Source: an optimization exercise on an open RTL-to-GDS flow (aim: small area, a short achievable clock period and few clock cycles per item). Production flows keep margins and buffers that such runs may drop.
In this exercise RTL edits were held to simulation tests only and were not proved equivalent to the original.

## hsb_to_rgb_converter
module hsb_to_rgb_converter
(
    input  logic               clk,
    input  logic               rst_n,
    input  logic               in_valid,
    output logic               in_ready,
    input  logic [HUE_W-1:0]   hue_degrees,
    input  logic [PCT_W-1:0]   saturation_pct,
    input  logic [PCT_W-1:0]   brightness_pct,
    output logic               out_valid,
    input  logic               out_ready,
    output logic [LEVEL_W-1:0] red_level,
    output logic [LEVEL_W-1:0] green_level,
    output logic [LEVEL_W-1:0] blue_level
);
clock: 10.0 ns
lec_check: 0
abc_clock_period_in_ps: 3000
cap_margin: 20
core_margin: 2
core_utilization: 50
cts_buf_list: sky130_fd_sc_hd__clkbuf_8
setup_slack_margin: 5
slew_margin: 20
standard.sh (not shown) runs the stock make flow with config.mk's settings and CLKGATE_MAP_FILE= SYNTH_SCRIPT=/design/flow/synth_recipe.tcl, a recipe that flattens the netlist after the stock synthesis.
==> flow/flow/run.sh <==
#!/bin/bash
set -euo pipefail
bash standard.sh SYNTH_ARGS=-noabc SETUP_SLACK_MARGIN=5.55 "BUFFER_PORTS_ARGS=-buffer_cell sky130_fd_sc_hd__buf_2" finish > layout.log 2>&1
Testbench counts at the start, summed over its fixed seeds: cycles 24,024, items 24,000.
==> next run, changes <==
==> flow/flow/run.sh (replaced) <==
#!/bin/bash
# The standard layout (standard.sh, all steps), with two changes:
# - Yosys's synth runs without its early internal ABC pass (SYNTH_ARGS=-noabc),
#   so the explicit full/half adders of the datapath reach extract_fa as
#   written and map to adder cells without inverters between them; the
#   flow's own ABC mapping after adder extraction is unchanged;
# - every input and output port still gets a buffer, but a plain buf_2
#   (BUFFER_PORTS_ARGS) instead of the delay-cell buffer buffer_ports picks.
# The registers, the constraints and every other step are unchanged.
set -euo pipefail
bash standard.sh SYNTH_ARGS=-noabc "BUFFER_PORTS_ARGS=-buffer_cell sky130_fd_sc_hd__buf_2" finish > layout.log 2>&1
Settings changed: CORE_UTILIZATION 50 to 40, CTS_BUF_LIST sky130_fd_sc_hd__clkbuf_8 to unset.
=> The changed run completed with no timing, DRC or antenna violations. Via count fell by a few percent. Worst setup slack loses 0.31 ns. Routed wire length goes down by a few percent. Synthesized cell count stays the same. Synthesized area is unchanged. Fmax went down by a few percent. Final area is lower by a few percent.

* * *

hsb_to_rgb_converter again, from the RTL that the note above started with.
clock: 10.0 ns
lec_check: 0
abc_clock_period_in_ps: 3000
cap_margin: 20
core_margin: 2
core_utilization: 40
setup_slack_margin: 5
slew_margin: 20
==> flow/flow/run.sh <==
#!/bin/bash
set -euo pipefail
bash standard.sh SYNTH_ARGS=-noabc SETUP_SLACK_MARGIN=5.7 "BUFFER_PORTS_ARGS=-buffer_cell sky130_fd_sc_hd__buf_2" finish > layout.log 2>&1
Testbench counts at the start, summed over its fixed seeds: cycles 24,024, items 24,000.
Change:
==> flow/flow/run.sh (replaced) <==
#!/bin/bash
set -euo pipefail
bash standard.sh SYNTH_ARGS=-noabc SETUP_SLACK_MARGIN=5.55 "BUFFER_PORTS_ARGS=-buffer_cell sky130_fd_sc_hd__buf_2" finish > layout.log 2>&1
Settings changed: CTS_BUF_LIST set to sky130_fd_sc_hd__clkbuf_8.
Outcome: Setup slack is worse by 0.064 ns. Routed wire length falls by 2.7%. Area after synthesis stays the same. Hold slack is better by 0.0041 ns. Final cell count drops by 1.8%. Clock-buffer cell count drops by 2. Die area does not change. Core utilization drops by 1.9 points. Global-route usage falls by 0.12 points.
Change:
==> flow/flow/run.sh (replaced) <==
#!/bin/bash
set -euo pipefail
bash standard.sh SYNTH_ARGS=-noabc SETUP_SLACK_MARGIN=5.45 "BUFFER_PORTS_ARGS=-buffer_cell sky130_fd_sc_hd__buf_2" finish > layout.log 2>&1
Settings changed: CTS_BUF_LIST sky130_fd_sc_hd__clkbuf_8 to not set.
After rerunning: The changed run ran to the end with no violations. Setup slack got worse by 0.083 ns. Routed wire length is lower by about 0.7%.
Change:
==> flow/flow/run.sh (replaced) <==
#!/bin/bash
set -euo pipefail
bash standard.sh SYNTH_ARGS=-noabc SETUP_SLACK_MARGIN=5.55 "BUFFER_PORTS_ARGS=-buffer_cell sky130_fd_sc_hd__buf_2" finish > layout.log 2>&1
Settings changed: CAP_MARGIN 20 to 5, CTS_BUF_LIST set to sky130_fd_sc_hd__clkbuf_8, SLEW_MARGIN 20 to 5.
What happened: The new run went through all stages and came out clean; hold slack improves by 0.0043 ns; count of clock-buffer cells in the layout fell by 2; routed wire length rises by 0.73%; sequential cell count is unchanged; global-route usage hardly moves; design area hardly moves; worst setup slack improves by 0.083 ns; synthesized cell count is unchanged.
Change:
==> flow/flow/run.sh (replaced) <==
#!/bin/bash
set -euo pipefail
bash standard.sh SYNTH_ARGS=-noabc SETUP_SLACK_MARGIN=5.5 "BUFFER_PORTS_ARGS=-buffer_cell sky130_fd_sc_hd__buf_2" finish > layout.log 2>&1
Global-route usage hardly moves; count of clock-buffer cells in the layout does not change; design area drops by 0.41%; die area does not change; worst hold slack barely changes; critical path depth stays the same; wire length came out lower by 1.1%; register-to-register slack loses 0.05 ns.
Change:
==> flow/flow/run.sh (replaced) <==
#!/bin/bash
set -euo pipefail
bash standard.sh SYNTH_ARGS=-noabc SETUP_SLACK_MARGIN=5.6 "BUFFER_PORTS_ARGS=-buffer_cell sky130_fd_sc_hd__buf_2" finish > layout.log 2>&1
Settings changed: CAP_MARGIN 5 to 20, SLEW_MARGIN 5 to 20.
Die area does not change.
Global-route usage grows by 0.44 points.
Via count grows by 1.3%.
Worst setup slack gets better by 0.011 ns.
Final area grows by 2.1%.
Critical path depth stays the same.
Hold slack gets worse by 0.0049 ns.
Synthesized cell count does not change.
Final cell count grows by 1.3%.

-- what the ideal ports hide --
Ports are ideal in the flow. The routed layouts listed here were re-timed in OpenROAD.
Step 1 assumes that a clkbuf_16 drives the clock port and a buf_2 every other input.
Step 2 times the ports against the registers' clock, not the clock port: input delays grow and output delays shrink by t, the midpoint of the rising clock arrivals with the driver on.
Three values: ideal ports, drivers, drivers and shift; two values: the first two.
run	t (ns)	setup WS [ns]	clock arrival spread, ns	pins driven straight from the clock port
the first run of note 1	0.491	5.546 / 5.511 / 5.459	0.020 / 0.019	1
the second run of note 1	0.482	5.236 / 5.212 / 5.212	0.011 / 0.012	1
the first run of note 2	0.482	5.633 / 5.601 / 5.601	0.017 / 0.017	1
the second run of note 2	0.500	5.569 / 5.550 / 5.550	0.017 / 0.017	1
the third run of note 2	0.481	5.487 / 5.465 / 5.465	0.012 / 0.013	1
the fourth run of note 2	0.500	5.569 / 5.550 / 5.550	0.017 / 0.017	1
the fifth run of note 2	0.524	5.540 / 5.518 / 5.518	0.020 / 0.019	1
the sixth run of note 2	0.510	5.551 / 5.513 / 5.513	0.019 / 0.020	1
After both steps setup and hold are still met in every run listed. The setup slack of the first run of note 1, which loses most, moves by -0.035 ns with the drivers and by -0.087 ns with both steps.
